Context: an optimization exercise on an open-source flow, tuned for small area, a short achievable clock period and few clock cycles per item. The choices shown serve that exercise and are no tape-out recipe. In this exercise RTL edits were held to simulation tests only and were not proved equivalent to the original. No driver is modelled on the clock port, so clocking that relies on it looks cheaper here than on a real chip.

exp/indigo:
==> flow/design.v (excerpt) <==
module pp_accumulator #(
   parameter int N = pp_pkg::N_DEF,
   parameter int K = pp_pkg::K_DEF
) (
   input  logic           clk,
   input  logic           rst,
   input  logic           in_valid,
   output logic           in_ready,
   input  logic [N*2*N-1:0] in_pp,
   output logic           out_valid,
   input  logic           out_ready,
   output logic [2*N-1:0] out_product
);
For scale: roughly 0.016 sq mm of cells after synthesis.
clock: 5.0 ns
lec_check: 0
cap_margin: 20
core_margin: 2
core_utilization: 60
place_density: 0.75
slew_margin: 20
standard.sh (not shown) runs the stock make flow with config.mk's settings and CLKGATE_MAP_FILE= SYNTH_SCRIPT=/design/flow/synth_recipe.tcl, a recipe that flattens the netlist after the stock synthesis.
==> flow/flow/run.sh <==
#!/bin/bash
# Own layout flow: the standard ORFS flow with these changes.
#  - Yosys's generic synth skips its early "abc -fast" pass (SYNTH_ARGS=-noabc) so the
#    3:2 counters of the adder tree reach extract_fa as written and map to full-adder
#    cells without polarity inverters between them. Registers are unchanged.
#  - Ports are buffered with sky130_fd_sc_hd__buf_1 instead of the default delay buffer.
#  - After clock tree synthesis, flow/skew.tcl delays the clock of the last stage's
#    registers (useful skew for the register-to-register paths into them).
# Each tool's full output is in flow_make.log and in ORFS's logs under orfs/logs/.
set -euo pipefail
here=$(pwd)
bash standard.sh SYNTH_ARGS=-noabc "BUFFER_PORTS_ARGS=-buffer_cell sky130_fd_sc_hd__buf_1" \
  "POST_CTS_TCL=$here/flow/skew.tcl" "SKEW_BUFS=sky130_fd_sc_hd__clkdlybuf4s50_1 sky130_fd_sc_hd__clkbuf_2 sky130_fd_sc_hd__clkbuf_8" "SKEW_MIN_BIT=4" \
  finish > flow_make.log 2>&1
==> flow/flow/skew.tcl <==
# Sourced by ORFS's cts.tcl after clock tree synthesis (POST_CTS_TCL).
# Useful skew for the register-to-register paths of the last pipeline stage:
# the output register (out_product) and the skid register behind it get their
# clock later than the rest of the design, through SKEW_BUFS clock buffers in
# series in front of their clock pins on each clock-tree leaf net that reaches
# them. Bits below SKEW_MIN_BIT are left alone: their adder paths are short
# and would only need hold buffers. The output register's paths to the
# outputs get correspondingly less slack.
set skew_cells $::env(SKEW_BUFS)
set min_bit $::env(SKEW_MIN_BIT)
set groups [dict create]
foreach c [concat [get_cells out_product*] [get_cells -quiet skid*]] {
  if {![regexp {\[([0-9]+)\]} [get_full_name $c] -> bit] || $bit < $min_bit} { continue }
  set pin [get_pins -of_objects $c -filter "lib_pin_name==CLK"]
  set net [get_nets -of_objects $pin]
  dict lappend groups [get_full_name $net] $pin
}
set k 0
dict for {n pins} $groups {
  set net [get_nets $n]
  foreach cell $skew_cells {
    set newnet "skew_net_$k"
    insert_buffer -buffer_cell $cell -net $net -load_pins $pins -buffer_name "skew_buf_$k" -net_name $newnet
    set net [get_nets $newnet]
    incr k
  }
}
puts "skew: inserted $k clock buffers on [dict size $groups] leaf nets"
detailed_placement
check_placement -verbose
estimate_parasitics -placement
report_clock_skew
report_checks -path_delay max -group_path_count 1
Both conditions hold for exp/indigo: the flow ran to the end and the final layout passed the timing, design-rule and antenna checks.
Testbench counts of exp/indigo, summed over its fixed seeds: cycles 1,616, items 1,600.
> inputs changed (exp/indigo -> exp/lagoon)
- putting SETUP_SLACK_MARGIN at 2.4 where nothing was set
--- a/flow/flow/run.sh
+++ b/flow/flow/run.sh
@@ -12,3 +12,3 @@
 bash standard.sh SYNTH_ARGS=-noabc "BUFFER_PORTS_ARGS=-buffer_cell sky130_fd_sc_hd__buf_1" \
-  "POST_CTS_TCL=$here/flow/skew.tcl" "SKEW_BUFS=sky130_fd_sc_hd__clkdlybuf4s50_1 sky130_fd_sc_hd__clkbuf_2 sky130_fd_sc_hd__clkbuf_8" "SKEW_MIN_BIT=4" \
+  "POST_CTS_TCL=$here/flow/skew.tcl" "SKEW_BUFS=sky130_fd_sc_hd__clkdlybuf4s50_1 sky130_fd_sc_hd__clkdlybuf4s25_1 sky130_fd_sc_hd__clkbuf_8" "SKEW_MIN_BIT=4" \
   finish > flow_make.log 2>&1
Results
- Every run in exp/lagoon and exp/indigo closed cleanly, with the single exception of exp/lagoon.
- Nothing crashed in exp/lagoon and all stages finished; the problem is that the final layout failed, the offending checks being negative hold slack.
- For exp/lagoon, the critical-path cell with the highest stage delay was edfxtp_1, unlike exp/indigo, where it was fa_1.
- Compared with exp/indigo, exp/lagoon shows cell area after layout that has gone up by a little under 10%.
- Going from exp/indigo to exp/lagoon, number of global-route vias before repair went up 4.4%, worst setup slack up 0.13 ns.
#### Input delta (exp/delta over exp/lagoon)
- HOLD_SLACK_MARGIN: unset -> 0.1
- SETUP_SLACK_MARGIN: 2.4 -> unset
==> comparison <==
exp/delta did not stop at any stage, and its layout met the timing, design-rule and antenna checks.
Relative to exp/lagoon, utilization decreased by 6.1 points in exp/delta.
| final area | exp/delta vs exp/lagoon | better |
Launching instance or port of the critical path: out_product[22]$_DFFE_PP_ -> exp/lagoon, s1_q[4]$_DFF_P_ -> exp/delta
Maximum fanout count along the critical path (exp/delta over exp/lagoon): increase, 4
Insertion delay to the later sink of the worst-skew pair of exp/lagoon is on par with exp/delta.
Cmp exp/delta and exp/lagoon / via count / higher: exp/lagoon
exp/lagoon → exp/delta: wire length of the first global-routing pass went down by about 6%, met2 track demand over resource went down by 3.4 points, aggregate routed wire length went down about 8%.
Comparing exp/delta and exp/lagoon, post-route fraction of the period consumed by the critical path is higher on exp/lagoon.
What exp/tundra does differently from exp/delta at the input level:
- SETUP_SLACK_MARGIN now 2.2, previously not set
- HOLD_SLACK_MARGIN no longer set, was 0.1
Results
- Comparing exp/tundra and exp/delta, the lower global-route met2 utilization was measured on exp/delta.
- Worst hold slack: exp/tundra worse than exp/delta
- exp/tundra: wire length of the first global-routing pass is 3.9% higher than what exp/delta reported.
- Category of the most critical setup path = reg -> out: exp/tundra; category of the most critical setup path = reg -> reg: exp/delta
- Diff exp/delta -> exp/tundra | final instance area | increase of 870 sq um
- Compared to exp/delta, exp/tundra has number of global-route vias before repair about 3.5% higher.
- In the reports for exp/tundra and exp/delta, the smaller relative slew slack belongs to exp/delta.
- Compared to exp/delta, exp/tundra has routed metal-1 wire length about 2.7% higher.
- | cell count | lower: exp/delta |
- Total core area: exp/tundra vs exp/delta identical
- Between exp/delta and exp/tundra, final clock period utilization by the worst path increased.

-- re-timing with driven ports --
The results above use ideal ports. As a check the final layouts listed here were re-extracted and re-timed, cells and wires unchanged. Step 1, drivers: a clkbuf_16 drives clk and a buf_2 each remaining input, both assumed. Step 2, shift: input delay + t, output delay - t, t = (earliest + latest rising clock arrival at the registers) / 2. This alone moves slack from input paths to output paths. a / b / c = no drivers / after step 1 / after step 2; a / b = the first two.
| run | shift t [ns] | slack for setup (ns) | worst hold slack (ns) | clock arrival spread, ns | pins driven straight from the clock port |
|---|---|---|---|---|---|
| exp/indigo | 0.838 | 1.867 / 1.867 / 1.312 | 0.198 / 0.198 / 0.198 | 0.763 / 0.763 | 1 |
| exp/lagoon | 0.922 | 1.995 / 1.953 / 1.246 | -0.050 / -0.050 / -0.050 | 0.951 / 0.951 | 1 |
| exp/delta | 0.930 | 2.073 / 2.046 / 1.223 | 0.116 / 0.116 / 0.116 | 0.945 / 0.946 | 1 |
| exp/tundra | 0.954 | 2.063 / 2.015 / 1.222 | 0.066 / 0.066 / 0.066 | 0.991 / 0.992 | 1 |
In every run listed the clock reaches the registers at very different times; t lies between them, and the last value is a rough guide only. For exp/delta, which loses most, drivers alone change the setup slack by -0.027 ns; drivers and shift together by -0.850 ns.
